Background: an optimization exercise with open tools, aiming at small area and a short achievable clock period. Do not read the settings as production practice. Where RTL was checked, it was by simulation tests only, not by an equivalence proof against the original. Power and IR drop assume default switching activity.

## job 4003
## dsconv_top
module dsconv_top (
    input  wire        clk,
    input  wire        rst,
    input  wire        start,
    input  wire [47:0] input_pixels,         
    output wire [6:0]  input_pixel_addr,
    output wire [11:0] output_pixel,
    output wire [6:0]  output_pixel_addr,
    output wire [1:0]  output_filter,
    output wire        ready,
    output wire        done
);
export LEC_CHECK = 0
export CAP_MARGIN = 20
export CORE_MARGIN = 2
export CORE_UTILIZATION = 65
export CTS_CLUSTER_DIAMETER = 100
export CTS_CLUSTER_SIZE = 30
export SLEW_MARGIN = 20
export SYNTH_HIERARCHICAL = 1
export SYNTH_MINIMUM_KEEP_SIZE = 0
create_clock -name core_clock -period 11.0 [get_ports {clk}]
standard.sh (not shown) runs the stock make flow with config.mk's settings and CLKGATE_MAP_FILE= SYNTH_SCRIPT=/design/flow/synth_recipe.tcl, a recipe that flattens the netlist after the stock synthesis.
==> flow/flow/run.sh <==
#!/bin/bash
# The standard layout (the standard.sh: standard synthesis and the ORFS
# steps), with two changes to how it optimises, not to what it is given:
#  - repair_timing aims for 8.0 ns of setup slack at the 11 ns clock, so that
#    paths are sped up well below the clock period;
#  - the input and output port buffers are buf_2 cells, not the delay cells
#    buffer_ports would pick.
set -euo pipefail
bash standard.sh SETUP_SLACK_MARGIN=8.0 "BUFFER_PORTS_ARGS=-buffer_cell sky130_fd_sc_hd__buf_2" finish > standard.log 2>&1
Job 4003 finished end to end and its layout was clean on timing, DRC and antenna.
The following lists how job 2269 was set up differently from job 4003:
==> flow/flow/run.sh <==
#!/bin/bash
# The standard layout (the standard.sh: standard synthesis and the ORFS
# steps), with two changes to how it optimises, not to what it is given:
#  - repair_timing aims for 7.4 ns of setup slack at the 11 ns clock, so that
#    paths are sped up well below the clock period;
#  - the input and output port buffers are buf_2 cells, not the delay cells
#    buffer_ports would pick.
set -euo pipefail
bash standard.sh SETUP_SLACK_MARGIN=7.4 "BUFFER_PORTS_ARGS=-buffer_cell sky130_fd_sc_hd__buf_2" finish > standard.log 2>&1
==> run summary <==
The faster design of the two is job 4003; job 2269 tops out lower. Job 2269 vs job 4003, worst max-slew margin expressed relative to the limit went down by 3.1 points. Area: job 2269 vs job 4003 -> job 2269 smaller. On static leakage, job 4003 loses to job 2269. Comparing job 2269 and job 4003, the lower part of the total power dissipated in sequential elements is on job 4003. Job 2269 vs job 4003 on slack of the critical path: job 2269 is the lower one. Hold violation total from the final report: job 4003 vs job 2269 identical.
Inputs modified between job 2269 and job 8469:
==> flow/flow/run.sh <==
#!/bin/bash
# The standard layout (the standard.sh: standard synthesis and the ORFS
# steps), with two changes to how it optimises, not to what it is given:
#  - repair_timing aims for 7.7 ns of setup slack at the 11 ns clock, so that
#    paths are sped up well below the clock period;
#  - the input and output port buffers are buf_2 cells, not the delay cells
#    buffer_ports would pick.
set -euo pipefail
bash standard.sh SETUP_SLACK_MARGIN=7.7 "BUFFER_PORTS_ARGS=-buffer_cell sky130_fd_sc_hd__buf_2" finish > standard.log 2>&1
==> run summary <==
- Changes observed in job 8469 relative to job 2269: post-layout worst setup margin went up; cell-internal power comparable; sequential share of layout area now sits lower; met1 layer wirelength in the final routing shows an increase of 330 um; design area increased by about 0.54% relative to the old numbers.
- Transition at the pin with the smallest max-transition slack was higher in the run labelled job 2269.
- Layout overhead on the synthesized area for job 8469 is higher than for job 2269.
- The core of job 8469 is more densely filled than that of job 2269.
- Job 8469 against job 2269; final wirelength is up slightly.

Another version of the RTL of dsconv_top (not shown whole).
For scale: ~4000 cells after synthesis, roughly 81 I/O pins, about 74000 um^2 of cells after synthesis.
==> flow/config.mk <==
export PLATFORM = sky130hd
export DESIGN_NAME = dsconv_top
export DESIGN_NICKNAME = dsconv_top
export VERILOG_FILES = /design/flow/design.v
export SDC_FILE = /design/flow/constraint.sdc
export NUM_CORES = 4
export LEC_CHECK = 0
export CAP_MARGIN = 20
export CORE_MARGIN = 2
export CORE_UTILIZATION = 65
export CTS_BUF_LIST = sky130_fd_sc_hd__clkbuf_8
export SLEW_MARGIN = 20
==> flow/constraint.sdc <==
create_clock -name core_clock -period 11.0 [get_ports {clk}]
set_input_delay 2.2000 -clock core_clock [delete_from_list [all_inputs] [get_ports {clk}]]
set_output_delay 2.2000 -clock core_clock [all_outputs]
set_load 0.01 [all_outputs]
run.sh (not shown) runs the stock make flow with config.mk's settings and CLKGATE_MAP_FILE= SYNTH_SCRIPT=/design/flow/synth_recipe.tcl, a recipe that flattens the netlist after the stock synthesis.
Stock flow here: none of the scripts above is used.
Change:
==> flow/flow/run.sh (new file) <==
#!/bin/bash
# The standard layout (the standard.sh: standard synthesis and the ORFS
# steps), with two changes to how it optimises, not to what it is given:
#  - repair_timing aims for 7.4 ns of setup slack at the 11 ns clock, so that
#    paths are sped up well below the clock period;
#  - the input and output port buffers are buf_2 cells, not the delay cells
#    buffer_ports would pick.
set -euo pipefail
bash standard.sh SETUP_SLACK_MARGIN=7.4 "BUFFER_PORTS_ARGS=-buffer_cell sky130_fd_sc_hd__buf_2" finish > standard.log 2>&1
==> flow/standard.sh (new file) <==
#!/bin/bash
# synth_recipe.tcl (not shown) runs the flow's synth.tcl, then flattens the netlist and writes it again
# the make line also repeats each setting of config.mk as NAME=value (left out here)
make -C /OpenROAD-flow-scripts/flow DESIGN_CONFIG=/design/flow/config.mk WORK_HOME=/design/flow/orfs CLKGATE_MAP_FILE= SYNTH_SCRIPT=/design/flow/synth_recipe.tcl "${@:-finish}"
Settings changed: CTS_BUF_LIST sky130_fd_sc_hd__clkbuf_8 to default, CTS_CLUSTER_DIAMETER from default to 100, CTS_CLUSTER_SIZE from default to 30.
removed: flow/run.sh
Outcome: Utilization decreases by 3.5 points. Sequential share of layout area increases by 3.4 points. Final area decreases by a few percent. Wire length decreases slightly. Critical path depth does not change. Via count decreases by a few percent. Area after synthesis does not change. Worst setup slack improves by 670 ps. Clock power decreases by well over a third. Power decreases by roughly a tenth.
Change:
==> flow/run.sh (new file) <==
#!/bin/bash
# synth_recipe.tcl (not shown) runs the flow's synth.tcl, then flattens the netlist and writes it again
# the make line also repeats each setting of config.mk as NAME=value (left out here)
make -C /OpenROAD-flow-scripts/flow DESIGN_CONFIG=/design/flow/config.mk WORK_HOME=/design/flow/orfs CLKGATE_MAP_FILE= SYNTH_SCRIPT=/design/flow/synth_recipe.tcl finish
Settings changed: CORE_UTILIZATION 65 to 40, CTS_CLUSTER_DIAMETER 100 to default, CTS_CLUSTER_SIZE 30 to default.
removed: flow/flow/run.sh
removed: flow/standard.sh
=>
- flip-flop and latch count stays the same
- count of clock-buffer cells in the layout climbs by 117
- core utilization drops by 24 points
- synthesized area is unchanged
- setup slack gets worse by 580 ps
- sequential share of layout area drops by 5.1 points
Function was not checked in any run of this note: the RTL went through the layout flow alone.

-- static timing again, ports no longer ideal --
In the flow no input, the clock included, has a driving cell. The finished layouts below were timed again as built, in two steps.
Step 1: set_driving_cell puts a clkbuf_16 on clk and a buf_2 on each other input, an assumption about the parent block.
Step 2 moves the port delays by t, midway between the first and last clock arrival at a register: inputs arrive t later, outputs are due t later. That takes back most of the time a late clock gives input paths.
Three values: ideal, step 1, step 2; two values: the first two.
run | shift t [ns] | slack for setup (ns) | worst setup path at the end | latest minus earliest clock arrival (ns) | worst slew at a driven data input, ns
job 4003 | 0.746 | 7.641 / 7.567 / 7.486 | input to register | 0.034 / 0.034 | 0.05
job 2269 | 0.747 | 7.567 / 7.493 / 7.191 | input to register | 0.036 / 0.036 | 0.05
job 8469 | 0.746 | 7.643 / 7.568 / 7.201 | input to register | 0.035 / 0.036 | 0.05
the first run of note 2 | 0.970 | 6.791 / 6.725 / 6.908 | register to register | 0.081 / 0.081 | 0.05
the second run of note 2 | 0.746 | 7.462 / 7.386 / 7.338 | input to register | 0.030 / 0.030 | 0.05
the third run of note 2 | 0.876 | 6.886 / 6.849 / 6.886 | register to register | 0.067 / 0.068 | 0.05
After both steps setup and hold are still met in every run listed. The setup slack of job 8469, which loses most, moves by -0.075 ns with the drivers and by -0.442 ns with both steps.
